Source: an optimization exercise on an open RTL-to-GDS flow (aim: small area, a short achievable clock period and few clock cycles). Production flows keep margins and buffers that such runs may drop. The RTL was checked by simulation tests, not by an equivalence proof against the original design. Power is estimated from default activity; no workload was simulated.

## flow/run.sh

```bash
#!/bin/bash
# synth_recipe.tcl (not shown) runs the flow's synth.tcl, then flattens the netlist and writes it again
# the make line also repeats each setting of config.mk as NAME=value (left out here)
make -C /OpenROAD-flow-scripts/flow DESIGN_CONFIG=/design/flow/config.mk WORK_HOME=/design/flow/orfs CLKGATE_MAP_FILE= SYNTH_SCRIPT=/design/flow/synth_recipe.tcl finish
```

## flow/config.mk

```make
export PLATFORM = sky130hd
export DESIGN_NAME = pooling_unit
export DESIGN_NICKNAME = pooling_unit
export VERILOG_FILES = /design/flow/design.v
export SDC_FILE = /design/flow/constraint.sdc
export NUM_CORES = 4
export LEC_CHECK = 0
export CAP_MARGIN = 20
export CORE_MARGIN = 2
export CORE_UTILIZATION = 40
export SLEW_MARGIN = 20
```

## flow/constraint.sdc

```tcl
create_clock -name core_clock -period 6.0 [get_ports {clk}]
set_input_delay 1.2000 -clock core_clock [delete_from_list [all_inputs] [get_ports {clk}]]
set_output_delay 1.2000 -clock core_clock [all_outputs]
set_load 0.01 [all_outputs]
```

## flow/design.v

```verilog
package pooling_pkg;
  typedef enum logic [1:0] {
    IDLE   = 2'd0,
    ACCUM  = 2'd1,
    DIVIDE = 2'd2,
    OUT    = 2'd3
  } state_t;
  typedef enum logic {
    POOL_MEAN = 1'b0,
    POOL_MAX  = 1'b1
  } mode_t;
  function automatic integer len_width(input integer max_len);
    len_width = $clog2(max_len + 1);
  endfunction
  function automatic integer acc_width(input integer il, input integer fl, input integer max_len);
    acc_width = il + fl + len_width(max_len);
  endfunction
endpackage
module pool_divider #(
  parameter int R_W   = 4,
  parameter int LEN_W = 5,
  parameter int M     = 4
) (
  input  logic [R_W-1:0]   r_in,
  input  logic [M-1:0]     d_in,
  input  logic [LEN_W-1:0] divisor,
  output logic [R_W-1:0]   r_out,
  output logic [M-1:0]     q_out
);
  logic [R_W-1:0] r [M+1];
  logic [R_W:0]   z [M];
  logic [R_W+1:0] t [M];
  always_comb begin
    r[0] = r_in;
    for (int i = 0; i < M; i++) begin
      z[i] = {r[i], d_in[M-1-i]};
      t[i] = {1'b0, z[i]} - {{(R_W+1-LEN_W){1'b0}}, divisor};
      q_out[M-1-i] = !t[i][R_W+1];
      r[i+1] = t[i][R_W+1] ? z[i][R_W-1:0] : t[i][R_W-1:0];
    end
    r_out = r[M];
  end
endmodule
module pooling_unit #(
  parameter  int IL       = 4,
  parameter  int FL       = 16,
  parameter  int CHANNELS = 4,
  parameter  int MAX_LEN  = 16,
  localparam int LEN_W    = pooling_pkg::len_width(MAX_LEN),
  localparam int ACC_W    = pooling_pkg::acc_width(IL, FL, MAX_LEN),
  localparam int DW       = IL + FL
) (
  input  logic                 clk,
  input  logic                 rst,
  input  logic                 start,
  input  logic                 mode,
  input  logic [LEN_W-1:0]     len_cfg,
  input  logic [CHANNELS*DW-1:0] in_data,
  input  logic                 in_valid,
  output logic                 in_ready,
  output logic [CHANNELS*DW-1:0] out_data,
  output logic                 out_valid,
  input  logic                 out_ready,
  output logic                 busy
);
  localparam int R_W    = $clog2(MAX_LEN);       
  localparam int SW     = DW + R_W;              
  localparam int DIV_M  = 4;                     
  localparam int NDIV   = DW / DIV_M;            
  localparam int CNT_W  = R_W;
  logic             st_acc, st_div, st_cor, st_out, st_busy;
  logic             mode_q, first_q;
  logic [LEN_W-1:0] len_q;
  logic [CNT_W-1:0] cnt_q;
  logic [LEN_W-1:0] len_clamped;
  logic             start_ok, beat, last_beat, last_div;
  logic [SW-1:0]    acc_q [CHANNELS];
  logic             neg_q [CHANNELS];
  logic [SW-1:0]    ext   [CHANNELS];
  logic [SW-1:0]    sum   [CHANNELS];
  logic             gt    [CHANNELS];
  logic [R_W-1:0]   r_src [CHANNELS];
  logic [R_W-1:0]   r_nxt [CHANNELS];
  logic [DIV_M-1:0] q_nxt [CHANNELS];
  assign in_ready  = st_acc;
  assign out_valid = st_out;
  assign busy      = st_busy;
  always_comb begin
    len_clamped = (len_cfg > LEN_W'(MAX_LEN)) ? LEN_W'(MAX_LEN) : len_cfg;
    start_ok    = start && !st_busy;
    beat        = in_valid && st_acc;
    last_beat   = beat && (cnt_q == '0);
    last_div    = st_div && (cnt_q == '0);
  end
  for (genvar g = 0; g < CHANNELS; g++) begin : g_lane
    always_comb begin
      ext[g] = {{(SW-DW){in_data[g*DW+DW-1]}}, in_data[g*DW +: DW]};
      sum[g] = acc_q[g] + (st_cor ? SW'(neg_q[g] && (acc_q[g][SW-1:DW] != '0)) : ext[g]);
      gt[g]  = {~in_data[g*DW+DW-1], in_data[g*DW +: DW-1]} > {~acc_q[g][DW-1], acc_q[g][DW-2:0]};
      r_src[g] = acc_q[g][SW-1:DW] + ((first_q && acc_q[g][SW-1]) ? len_q[R_W-1:0] : '0);
    end
    pool_divider #(
      .R_W  (R_W),
      .LEN_W(LEN_W),
      .M    (DIV_M)
    ) u_div (
      .r_in   (r_src[g]),
      .d_in   (acc_q[g][DW-1 -: DIV_M]),
      .divisor(len_q),
      .r_out  (r_nxt[g]),
      .q_out  (q_nxt[g])
    );
    always_ff @(posedge clk) begin
      if (start_ok) begin
        acc_q[g] <= '0;
        acc_q[g][DW-1] <= mode && (len_clamped != '0);
      end else if (beat) begin
        if (!mode_q) acc_q[g] <= sum[g];
        else if (gt[g]) acc_q[g][DW-1:0] <= in_data[g*DW +: DW];
      end else if (st_div) begin
        acc_q[g] <= {r_nxt[g], acc_q[g][DW-DIV_M-1:0], q_nxt[g]};
      end else if (st_cor) begin
        acc_q[g][DW-1:0] <= sum[g][DW-1:0];
      end
      if (st_div && first_q) neg_q[g] <= acc_q[g][SW-1];
    end
    assign out_data[g*DW +: DW] = acc_q[g][DW-1:0];
  end
  always_ff @(posedge clk) begin
    if (rst) begin
      st_acc  <= 1'b0;
      st_div  <= 1'b0;
      st_cor  <= 1'b0;
      st_out  <= 1'b0;
      st_busy <= 1'b0;
    end else begin
      if (start_ok) begin
        st_busy <= 1'b1;
        st_acc  <= (len_clamped != '0);
        st_out  <= (len_clamped == '0);
      end
      if (last_beat) begin
        st_acc <= 1'b0;
        if (!mode_q && len_q != LEN_W'(1)) st_div <= 1'b1;
        else st_out <= 1'b1;
      end
      if (last_div) begin
        st_div <= 1'b0;
        st_cor <= 1'b1;
      end
      if (st_cor) begin
        st_cor <= 1'b0;
        st_out <= 1'b1;
      end
      if (st_out && out_ready) begin
        st_out  <= 1'b0;
        st_busy <= 1'b0;
      end
    end
  end
  always_ff @(posedge clk) begin
    if (start_ok) begin
      mode_q <= mode;
      len_q  <= len_clamped;
      cnt_q  <= CNT_W'(len_clamped - LEN_W'(1));
    end else if (last_beat) begin
      cnt_q  <= CNT_W'(NDIV - 1);
    end else if (beat || st_div) begin
      cnt_q  <= cnt_q - CNT_W'(1);
    end
    first_q <= last_beat;
  end
endmodule
```

==> results.toml <==
[outcome]
status = "finished with violations"
so_faults = "setup timing"

[cells_and_area]
n_fill_cell = 3780
syn2layout_area_growth_pct = 27.5
drive_gt1_share_pct = 17.1
multiInputGateArea_um2 = 13200
area.sequential_um2 = 2510
layout.nets = 2715
final_cell_count_no_fill = 2878

[min_path]
hold_path_class = "flop to flop"

[power_and_ir_drop]
power.share.clock_pct = 13.1
seqPwrFrac_pct = 12.7
ir_drop_mv = 0.354
p_sw_share_pct = 41.6
p_comb_share_pct = 74.2
power_mw = 8.48
p_leak_nw = 9.26
p_sw_mw = 3.53
power.internal_mw = 4.95
power_density_nw_per_um2 = 405

[clock_network]
htreeDepth = 4
clk_pin_slew_ns = 0.07
root_buffer = "clkbuf_16"
postCtsHoldBufs = 0
cts_buffers = 17
cts_tree = "yes"
clk_path_buf_depth = 2
cts.sinks = 116
worstSkewPairLatency_ns = 0.45

[route]
antenna_left = 0
wl_met2_um = 26300
wl_um = 57800
via_count = 16700
drc = 0
vias_per_cell = 5.79
met3_wirelength_um = 4280
dr.pass1.iters = 5
top_layer_used = "met5"
dr.first_iter.drc_count = 1070
wire_per_inst_um = 20.1
met1_length_um = 25800

[synthesis]
synth_cell_types = 86
synthCells = 2088
ys_ff_latch = 116
syn_area_um2 = 16400
synth_enable_flop_cells = 18
ys.flop_type = "dfxtp_1"
synth_warnings = 19
synth_nets = 2471
async_reset_ff_share_pct = 0
syn_avg_cell_area_um2 = 7.87
seq_area_frac_synth_pct = 15.2

[global_routing]
overflow = 0
grt_pass1_wl_um = 89400
grt_pass1_vias = 16300
grt_usage_pct = 26.8
antenna_found_initial = 4
grt_max_degree = 79

[critical_path]
cp_max_fo = 5
crit_arrival_ns = 6.95
endpoint_kind = "flop"
crit_top_cell = "o21ai_2"
worst_setup_path_start_kind = "flop"
cp_slowest_cell = "fa_1"
cp.required_ns = 6.31
crit_type = "flop to flop"
cpPeakStageDelay_ns = 0.47

[place]
gp_congestion = 0.941
dp_hpwl_um = 42800
placed_cells = 2791
portBuffers = 173

[timing]
slew_violations = 0
fin_crit_ns = 6.65
hold_violations = 0
max_freq_mhz = 150
tightestPinTransition_ns = 1.08
period_share_pct = 111
setup_ws_ns = -0.645
relSlewSlack_pct = 27.8
rsz0062_at_grt = "yes"
clock_skew_ns = 0.0112
setup_violations = 20

[flow_run]
maxCapViolations = 0

[floorplanning]
core-area_um2 = 40600
placementRows = 74
start_util_pct = 40.4
die_x_um = 207
pin_count = 174
chipHeight_um = 207
die-area_um2 = 42700
worst paths after layout:
path,depth (start not counted),startpoint,slack [ns],to
worst max-delay path,32,len_q[0]$_DFFE_PP_,-0.65,acc_q[0][21]$_SDFFE_PP0P_
worst min-delay path,2,st_acc$_SDFFE_PP0P_,0.51,st_acc$_SDFFE_PP0P_
worst max register to register,32,len_q[0]$_DFFE_PP_,-0.65,acc_q[0][21]$_SDFFE_PP0P_
worst min register to register,2,st_acc$_SDFFE_PP0P_,0.51,st_acc$_SDFFE_PP0P_
layer usage:
metal,track usage [%],up-vias
li1,-,8048
met1,35.7,7975
met2,43.1,543
met3,5.70,105
met4,9.01,6
met5,0,-
power groups by stage:
stage / clock network [mW] / logic (mW) / registers [mW]
2_1_floorplan: 0 / 3.59 / 1.03
3_5_place_dp: 0 / 5.31 / 1.08
5_1_grt: 1.16 / 6.87 / 1.09
3_3_place_gp: 0 / 5.20 / 1.08
4_1_cts: 1.13 / 5.69 / 1.07
6_report: 1.11 / 6.29 / 1.07
cell families after synthesis:
| family | count (synthesis) | share of synthesized area [%] |
|---|---|---|
| AND/OR/NAND/NOR | 555 | 16.8 |
| adder cells (fa/ha/maj) | 292 | 23.3 |
| buffers and inverters | 317 | 9.11 |
| flip-flops | 116 | 15.2 |
| AO/OA/AOI/OAI | 659 | 27.1 |
| multiplexers | 38 | 2.47 |
| XOR/XNOR | 111 | 5.92 |
synthesized netlist by cell type, types with 24 or more instances:
| library cell | number | area (µm²) |
|---|---|---|
| a21o_1 | 80 | 601 |
| a21oi_1 | 143 | 716 |
| nor2b_1 | 104 | 651 |
| a22oi_1 | 36 | 270 |
| nand2b_1 | 33 | 206 |
| a221oi_1 | 33 | 289 |
| xnor2_1 | 66 | 578 |
| nand4_1 | 32 | 200 |
| nor2_1 | 173 | 649 |
| nand2_1 | 100 | 375 |
| clkbuf_1 | 66 | 248 |
| inv_1 | 155 | 582 |
| buf_4 | 80 | 601 |
| nor3_1 | 29 | 145 |
| dfxtp_1 | 98 | 1960 |
| a211oi_1 | 70 | 526 |
| xor2_1 | 45 | 394 |
| ha_1 | 268 | 3350 |
| and3_1 | 24 | 150 |
| fa_1 | 24 | 480 |
| o21ai_0 | 114 | 571 |
worst max-delay path, delay by kind of cell (launching register included):
family                     cells  cell delay (ns)
buffers and inverters          1             0.16
muxes                          3             0.82
and+or+nand+nor                9             1.54
AOI/OAI and AO/OA             13             1.85
DFF                            1             0.42
adders and majority gates      6             1.72
placed cells by master, fill, tap and decap left out, types with 20 or more instances in the layout:
| master | instances |
|---|---|
| nor2b_1 | 96 |
| a221oi_1 | 32 |
| xnor2_1 | 65 |
| nand4_1 | 32 |
| xor2_1 | 43 |
| buf_4 | 198 |
| a22oi_1 | 36 |
| o21a_1 | 20 |
| a211oi_1 | 67 |
| fa_1 | 21 |
| inv_1 | 152 |
| ha_1 | 253 |
| a21o_1 | 78 |
| a31oi_1 | 21 |
| o21ai_1 | 28 |
| dfxtp_1 | 96 |
| nor2_1 | 163 |
| nand2_1 | 97 |
| a21oi_1 | 122 |
| nor3_1 | 28 |
| o21ai_0 | 96 |
| clkdlybuf4s50_1 | 173 |
| nand2b_1 | 32 |
flip-flops by register name, summed over array words and instances (netlist names):
name,count
acc_q,96
cnt_q,4
first_q,1
len_q,5
mode_q,1
neg_q,4
st_acc,1
st_busy,1
st_cor,1
st_div,1
st_out,1
final cells by class:
cell class                      instances  area share [%]
Multi-Input combinational cell       1655            62.8
Timing Repair Buffer                  386            16.2
Sequential cell                       116            12.0
Tap cell                              532            3.18
Inverter                              156            2.81
Clock buffer                           25            2.51
Clock inverter                          7           0.442
Antenna cell                            1          0.0119
stage by stage:
stage               setup TNS, ns  setup WS, ns  area [µm²]  hold WS (ns)  util (%)
floorplan                   -7.16        -0.638       16800         0.484         -
global placement            -6.21        -0.459       19400         0.491      47.8
detailed placement          -9.23        -0.670       19400         0.494      47.8
CTS                         -8.03        -0.556       20400         0.506      50.1
global route               -14.51        -0.949       20900         0.534      51.5
finish                      -8.51        -0.645       21000         0.509      51.5
repair_timing:
item / 4_1_cts / 5_1_grt
setup buffers: 28 / 28
setup endpoints to repair: 20 / 20
pin swaps: 32 / 69
gates resized for setup: 30 / 75
Testbench counts, summed over its fixed seeds: cycles 10,469.

## re-timing with driven ports
No port has a modelled driver above. Below, the same layout with a new extraction and two added sets of constraints.
Step 1 sets driving cells, clkbuf_16 on the clock port and buf_2 on the other inputs (assumed; they add their load-dependent delay and slew).
Step 2, shift: input delay + t, output delay - t, t = (earliest + latest rising clock arrival at the registers) / 2. This alone moves slack from input paths to output paths.
Slacks: ideal ports / drivers / drivers and shift; pairs: ideal ports / drivers.
t (ns): 0.498
setup WS [ns]: -0.645 / -0.645 / -0.645
hold slack, ns: 0.509 / 0.509 / 0.509
pins driven straight from the clock port: 1
For this run, drivers alone change the setup slack by 0.000 ns; drivers and shift together by 0.000 ns.
